This design comes from an exercise in tuning for small area on the open sky130 flow, not from production work. The RTL was checked by simulation tests, not by an equivalence proof against the original design. The clock port is modelled as an ideal driver; clocking choices that lean on that would not hold on a real chip. Power figures rest on the tool's default switching activity, not on a simulated workload.

==> branch amber: inputs <==
// lc3b_mem_unit
module lc3b_mem_unit #(
  parameter int ADDR_W = 16,
  parameter int DATA_W = 16,
  parameter int DEPTH  = 256,
  parameter int RD_LAT = 5,
  parameter int WR_LAT = 10
) (
  input  logic              clk_50,
  input  logic              rst,
  input  logic [DATA_W-1:0] bus,
  input  logic              ld_mar,
  input  logic              ld_mdr,
  input  logic              gate_mdr,
  input  logic              mio_en,
  input  logic              rw,
  input  logic              datasize,
  output logic [DATA_W-1:0] mdr_out,
  output logic              r,
  output logic              addr_err
);
Settings: LEC_CHECK=0, ABC_AREA=1, CAP_MARGIN=20, CORE_MARGIN=2, CORE_UTILIZATION=55, GPL_TIMING_DRIVEN=0, PLACE_DENSITY=0.65, SLEW_MARGIN=20; clock period 10.0 ns.
standard.sh (not shown) runs the stock make flow with config.mk's settings and CLKGATE_MAP_FILE= SYNTH_SCRIPT=/design/flow/synth_recipe.tcl, a recipe that flattens the netlist after the stock synthesis.
==> flow/flow/run.sh <==
#!/bin/bash
# The standard ORFS layout (standard.sh) with these changes:
#  - synthesis: synth_recipe.tcl unchanged, but ABC maps for area only
#    (flow/synth.tcl, flow/abc_area.script);
#  - CTS: small clock buffers, no dummy balancing loads, and leaf buffers
#    whose flip-flop clock slew would be high are upsized (flow/post_cts.tcl);
#  - port buffers are minimum size.
# make's output goes to flow_make.log here; ORFS keeps each step's own log
# under orfs/logs/.
set -euo pipefail
export FLOW_WORK=$PWD
export CLK_SLEW_FIX=0.115
bash standard.sh \
  "SYNTH_SCRIPT=$PWD/flow/synth.tcl" \
  "POST_CTS_TCL=$PWD/flow/post_cts.tcl" \
  "CTS_ARGS=-sink_clustering_enable -repair_clock_nets -dont_use_dummy_load -buf_list sky130_fd_sc_hd__clkbuf_4 -sink_clustering_size 12 -sink_clustering_max_diameter 35" \
  "BUFFER_PORTS_ARGS=-buffer_cell sky130_fd_sc_hd__buf_1" \
  finish > flow_make.log 2>&1
==> flow/flow/abc_area.script <==
strash
dch -f
amap -F 4 -A 16 -C 1000
topo
==> flow/flow/post_cts.tcl <==
# Upsize the clock buffers whose flip-flop clock pins would see a slow edge
# (placement parasitics; routed slews come out a little higher).
estimate_parasitics -placement
set limit $::env(CLK_SLEW_FIX)
set fixed 0
foreach inst [get_cells *] {
  if {[get_property $inst ref_name] != "sky130_fd_sc_hd__clkbuf_4"} { continue }
  set out [get_pins -of_objects $inst -filter "direction == output"]
  set worst 0
  foreach p [get_pins -of_objects [get_nets -of_objects $out] -filter "direction == input"] {
    set s [get_property $p slew_max]
    if {$s > $worst} { set worst $s }
  }
  if {$worst > $limit} {
    replace_cell $inst sky130_fd_sc_hd__clkbuf_8
    incr fixed
  }
}
puts "post_cts: upsized $fixed clock buffers over $limit ns"
detailed_placement
check_placement
==> flow/flow/synth.tcl <==
# The standard synthesis (synth_recipe.tcl, sourced unchanged) with one
# change: ABC maps the logic with an area-only script (flow/abc_area.script)
# instead of ORFS's delay-driven one. Registers are mapped before ABC runs,
# so they come out the same as in the standard synthesis.
proc abc {args} {
  set i [lsearch -exact $args -script]
  if {$i >= 0} { lset args [expr {$i + 1}] $::env(FLOW_WORK)/flow/abc_area.script }
  yosys abc {*}$args
}
source $::env(FLOW_WORK)/synth_recipe.tcl
==> branch juniper: changes against branch amber <==
--- a/flow/flow/run.sh
+++ b/flow/flow/run.sh
@@ -11,8 +11,8 @@
 export FLOW_WORK=$PWD
 export CLK_SLEW_FIX=0.115
 bash standard.sh \
   "SYNTH_SCRIPT=$PWD/flow/synth.tcl" \
   "POST_CTS_TCL=$PWD/flow/post_cts.tcl" \
-  "CTS_ARGS=-sink_clustering_enable -repair_clock_nets -dont_use_dummy_load -buf_list sky130_fd_sc_hd__clkbuf_4 -sink_clustering_size 12 -sink_clustering_max_diameter 35" \
+  "CTS_ARGS=-sink_clustering_enable -repair_clock_nets -dont_use_dummy_load -buf_list sky130_fd_sc_hd__clkbuf_4 -sink_clustering_size 11 -sink_clustering_max_diameter 35" \
   "BUFFER_PORTS_ARGS=-buffer_cell sky130_fd_sc_hd__buf_1" \
   finish > flow_make.log 2>&1
==> flow/flow/post_cts.tcl (replaced) <==
# Upsize the clock buffers whose flip-flop clock pins would see a slow edge
# (placement parasitics; routed slews come out a little higher).
estimate_parasitics -placement
set limit $::env(CLK_SLEW_FIX)
set fixed 0
set bigger [dict create \
  sky130_fd_sc_hd__clkbuf_2 sky130_fd_sc_hd__clkbuf_4 \
  sky130_fd_sc_hd__clkbuf_4 sky130_fd_sc_hd__clkbuf_8 \
  sky130_fd_sc_hd__clkbuf_8 sky130_fd_sc_hd__clkbuf_16]
foreach inst [get_cells *] {
  set ref [get_property $inst ref_name]
  if {![dict exists $bigger $ref]} { continue }
  set out [get_pins -of_objects $inst -filter "direction == output"]
  set worst 0
  foreach p [get_pins -of_objects [get_nets -of_objects $out] -filter "direction == input"] {
    set s [get_property $p slew_max]
    if {$s > $worst} { set worst $s }
  }
  if {$worst > $limit} {
    replace_cell $inst [dict get $bigger $ref]
    incr fixed
  }
}
puts "post_cts: upsized $fixed clock buffers over $limit ns"
detailed_placement
check_placement
--- a/flow/config.mk
+++ b/flow/config.mk
@@ -6,9 +6,8 @@
 export NUM_CORES = 4
 export LEC_CHECK = 0
 export ABC_AREA = 1
 export CAP_MARGIN = 20
 export CORE_MARGIN = 2
-export CORE_UTILIZATION = 55
-export GPL_TIMING_DRIVEN = 0
-export PLACE_DENSITY = 0.65
+export CORE_UTILIZATION = 65
+export PLACE_DENSITY = 0.75
 export SLEW_MARGIN = 20
==> branch zinc: changes against branch amber <==
--- a/flow/design.v
+++ b/flow/design.v
@@ -58,49 +58,21 @@
       end
     end else begin : g_sh
       always_ff @(posedge clk) ring[16*i +: 16] <= ring[16*PREV +: 16];
     end
   end
-  logic [7:0]  rhi;
-  logic [15:0] rlo;
-  logic [NRT-1:0] rsel;
   always_comb begin
-    rhi = '0;
-    rlo = '0;
-    rhi[rpos[RW-1:4]] = 1'b1;
-    rlo[rpos[3:0]]    = 1'b1;
-  end
-  for (genvar k = 0; k < NRT; k++) begin : g_rsel
-    localparam int P = (k * ROWS) / NRT;
-    assign rsel[k] = rhi[P / 16] & rlo[P % 16];
-  end
-  assign hit = |rsel;
-  localparam int NIN = NRT + 1;
-  localparam int NG  = (NIN + 2) / 3;
-  logic [NIN-1:0]       isel;
-  logic [16*NIN-1:0]    idat;
-  logic [16*NG-1:0]     gterm_n;
-  assign isel = {!hit, rsel};
-  for (genvar k = 0; k < NRT; k++) begin : g_idat
-    assign idat[16*k +: 16] = ring[16*((k * ROWS) / NRT) +: 16];
-  end
-  assign idat[16*NRT +: 16] = rbuf;
-  for (genvar g = 0; g < NG; g++) begin : g_grp
-    always_comb begin
-      logic [15:0] acc;
-      acc = '0;
-      for (int j = 3 * g; j < 3 * g + 3 && j < NIN; j++)
-        acc = acc | ({16{isel[j]}} & idat[16*j +: 16]);
-      gterm_n[16*g +: 16] = ~acc;
+    hit = 1'b0;
+    tap = '0;
+    for (int k = 0; k < NRT; k++) begin
+      if (rpos == RW'((k * ROWS) / NRT)) begin
+        hit = 1'b1;
+        tap = tap | ring[16*((k * ROWS) / NRT) +: 16];
+      end
     end
   end
-  always_comb begin
-    logic [15:0] all1;
-    all1 = '1;
-    for (int g = 0; g < NG; g++) all1 = all1 & gterm_n[16*g +: 16];
-    rnext = ~all1;
-  end
+  assign rnext = hit ? tap : rbuf;
   always_ff @(posedge clk) rbuf <= rnext;
   always_comb begin
     rdata = rnext;
     if (prow == rrow) begin
       if (pbe[0]) rdata[7:0]  = pdata[7:0];
@@ -135,10 +107,11 @@
   logic [AW-1:0]     mar;
   logic [AW-1:0]     mar_d;
   logic [DATA_W-1:0] mdr;
   logic [CNT_W-1:0]  cnt;
   logic              size_q;
+  logic              err_q;
   logic [15:0]       rdata;
   logic [15:0]       wdata;
   logic [1:0]        wbe;
   logic              unaligned;
   logic              finishing;
@@ -158,55 +131,57 @@
     .wdata (wdata),
     .wbe   (wbe),
     .rrow  (mar_d[AW-1:1]),
     .rdata (rdata)
   );
-  always_ff @(posedge clk_50) begin
-    if (state == lc3b_mem_pkg::IDLE) begin
-      size_q <= datasize;
-      cnt    <= (rw == lc3b_mem_pkg::RW_WRITE) ? CNT_W'(WR_LAT - 1) : CNT_W'(RD_LAT - 1);
-    end else if (cnt != '0) begin
-      cnt    <= cnt - CNT_W'(1);
-    end
-  end
   always_ff @(posedge clk_50 or posedge rst) begin
     if (rst) begin
       state  <= lc3b_mem_pkg::IDLE;
       mar    <= '0;
       mdr    <= '0;
+      cnt    <= '0;
+      size_q <= 1'b0;
+      err_q  <= 1'b0;
     end else begin
       case (state)
         lc3b_mem_pkg::IDLE: begin
           mar <= mar_d;
           if (ld_mdr) mdr <= bus;
           if (mio_en) begin
+            size_q <= datasize;
             if (rw == lc3b_mem_pkg::RW_WRITE) begin
               state <= lc3b_mem_pkg::WRITE;
+              cnt   <= CNT_W'(WR_LAT - 1);
             end else begin
               state <= lc3b_mem_pkg::READ;
+              cnt   <= CNT_W'(RD_LAT - 1);
             end
           end
         end
         lc3b_mem_pkg::READ, lc3b_mem_pkg::WRITE: begin
           if (cnt == '0) begin
             state <= lc3b_mem_pkg::DONE;
+            err_q <= unaligned;
             if ((state == lc3b_mem_pkg::READ) && !unaligned) begin
               if (size_q == lc3b_mem_pkg::SIZE_BYTE)
                 mdr <= lc3b_mem_pkg::sext_byte(mar[0] ? rdata[15:8] : rdata[7:0]);
               else
                 mdr <= rdata;
             end
+          end else begin
+            cnt <= cnt - CNT_W'(1);
           end
         end
         lc3b_mem_pkg::DONE: begin
           if (!mio_en) begin
             state <= lc3b_mem_pkg::IDLE;
+            err_q <= 1'b0;
           end
         end
         default: state <= lc3b_mem_pkg::IDLE;
       endcase
     end
   end
   assign r        = (state == lc3b_mem_pkg::DONE);
-  assign addr_err = r && unaligned;
+  assign addr_err = err_q;
   assign mdr_out  = gate_mdr ? mdr : '0;
 endmodule
==> flow/run.sh (new file) <==
#!/bin/bash
# synth_recipe.tcl (not shown) runs the flow's synth.tcl, then flattens the netlist and writes it again
# the make line also repeats each setting of config.mk as NAME=value (left out here)
make -C /OpenROAD-flow-scripts/flow DESIGN_CONFIG=/design/flow/config.mk WORK_HOME=/design/flow/orfs CLKGATE_MAP_FILE= SYNTH_SCRIPT=/design/flow/synth_recipe.tcl finish
==> flow/config.mk (replaced) <==
export PLATFORM = sky130hd
export DESIGN_NAME = lc3b_mem_unit
export DESIGN_NICKNAME = lc3b_mem_unit
export VERILOG_FILES = /design/flow/design.v
export SDC_FILE = /design/flow/constraint.sdc
export NUM_CORES = 4
export LEC_CHECK = 0
export CAP_MARGIN = 20
export CORE_MARGIN = 2
export CORE_UTILIZATION = 30
export PLACE_DENSITY = 0.45
export SLEW_MARGIN = 20
removed: flow/flow/run.sh
removed: flow/flow/abc_area.script
removed: flow/flow/post_cts.tcl
removed: flow/flow/synth.tcl
removed: flow/standard.sh
==> qor summary <==
|  | branch juniper | branch zinc | branch amber |
|---|---|---|---|
| Status | finished clean | finished clean | finished clean |
| Synthesized netlist cell count | 2900 | 3332 | 2900 |
| Number of nets in the final layout | 3236 | 3575 | 3226 |
| Detail Placement HPWL | 60.5 mm | 96.4 mm | 56.3 mm |
| Met1 demand-to-capacity share in global routing | 32.2% | 21.6% | 27.3% |
| Clk. pwr | 3410 uW | 7500 uW | 3450 uW |
| Met3 routed WL | 6.07 mm | 7.80 mm | 4.41 mm |
| Flip-flop and latch power | 8760 uW | 8940 uW | 8750 uW |
| Compound-gate portion of the synthesized area | 7.82% | 5.13% | 7.82% |
| Cell type of the slowest stage on the worst timing path | o21ai_0 | a2111oi_0 | a222oi_1 |
| Register share of the cell area | 82.9% | 69.5% | 82.1% |
| Non-filler cells in the finished layout | 4157 | 6010 | 4332 |
| Vias | 22727 | 25603 | 22380 |
| Seq cells post-synth | 2127 | 2128 | 2127 |
| Post-route total power | 12900 uW | 18600 uW | 13000 uW |
| Internal power summed over all cells | 9990 uW | 13700 uW | 10000 uW |
| Fraction of area in multi-input gates | 10.1% | 13.5% | 10.2% |
| Wire length on met2 | 42.0 mm | 58.7 mm | 42.3 mm |

what the ideal ports hide:
How much do the figures lean on ideal ports? The routed layouts below were timed once more, with nothing changed but the port constraints. Step 1 assumes that a clkbuf_16 drives the clock port and a buf_2 every other input. Step 2, shift: input delay + t, output delay - t, t = (earliest + latest rising clock arrival at the registers) / 2. This alone moves slack from input paths to output paths. Three values: ideal ports, drivers, drivers and shift; two values: the first two.
run | shift t [ns] | slack for setup (ns) | latest minus earliest clock arrival (ns)
branch amber | 0.885 | 1.820 / 1.851 / 0.965 | 0.205 / 0.205
branch juniper | 0.859 | 2.087 / 2.128 / 1.270 | 0.103 / 0.103
branch zinc | 0.869 | 2.458 / 2.506 / 1.637 | 0.076 / 0.076
After both steps every run listed still meets setup and hold. For branch amber, which loses most, drivers alone change the setup slack by +0.031 ns; drivers and shift together by -0.855 ns.
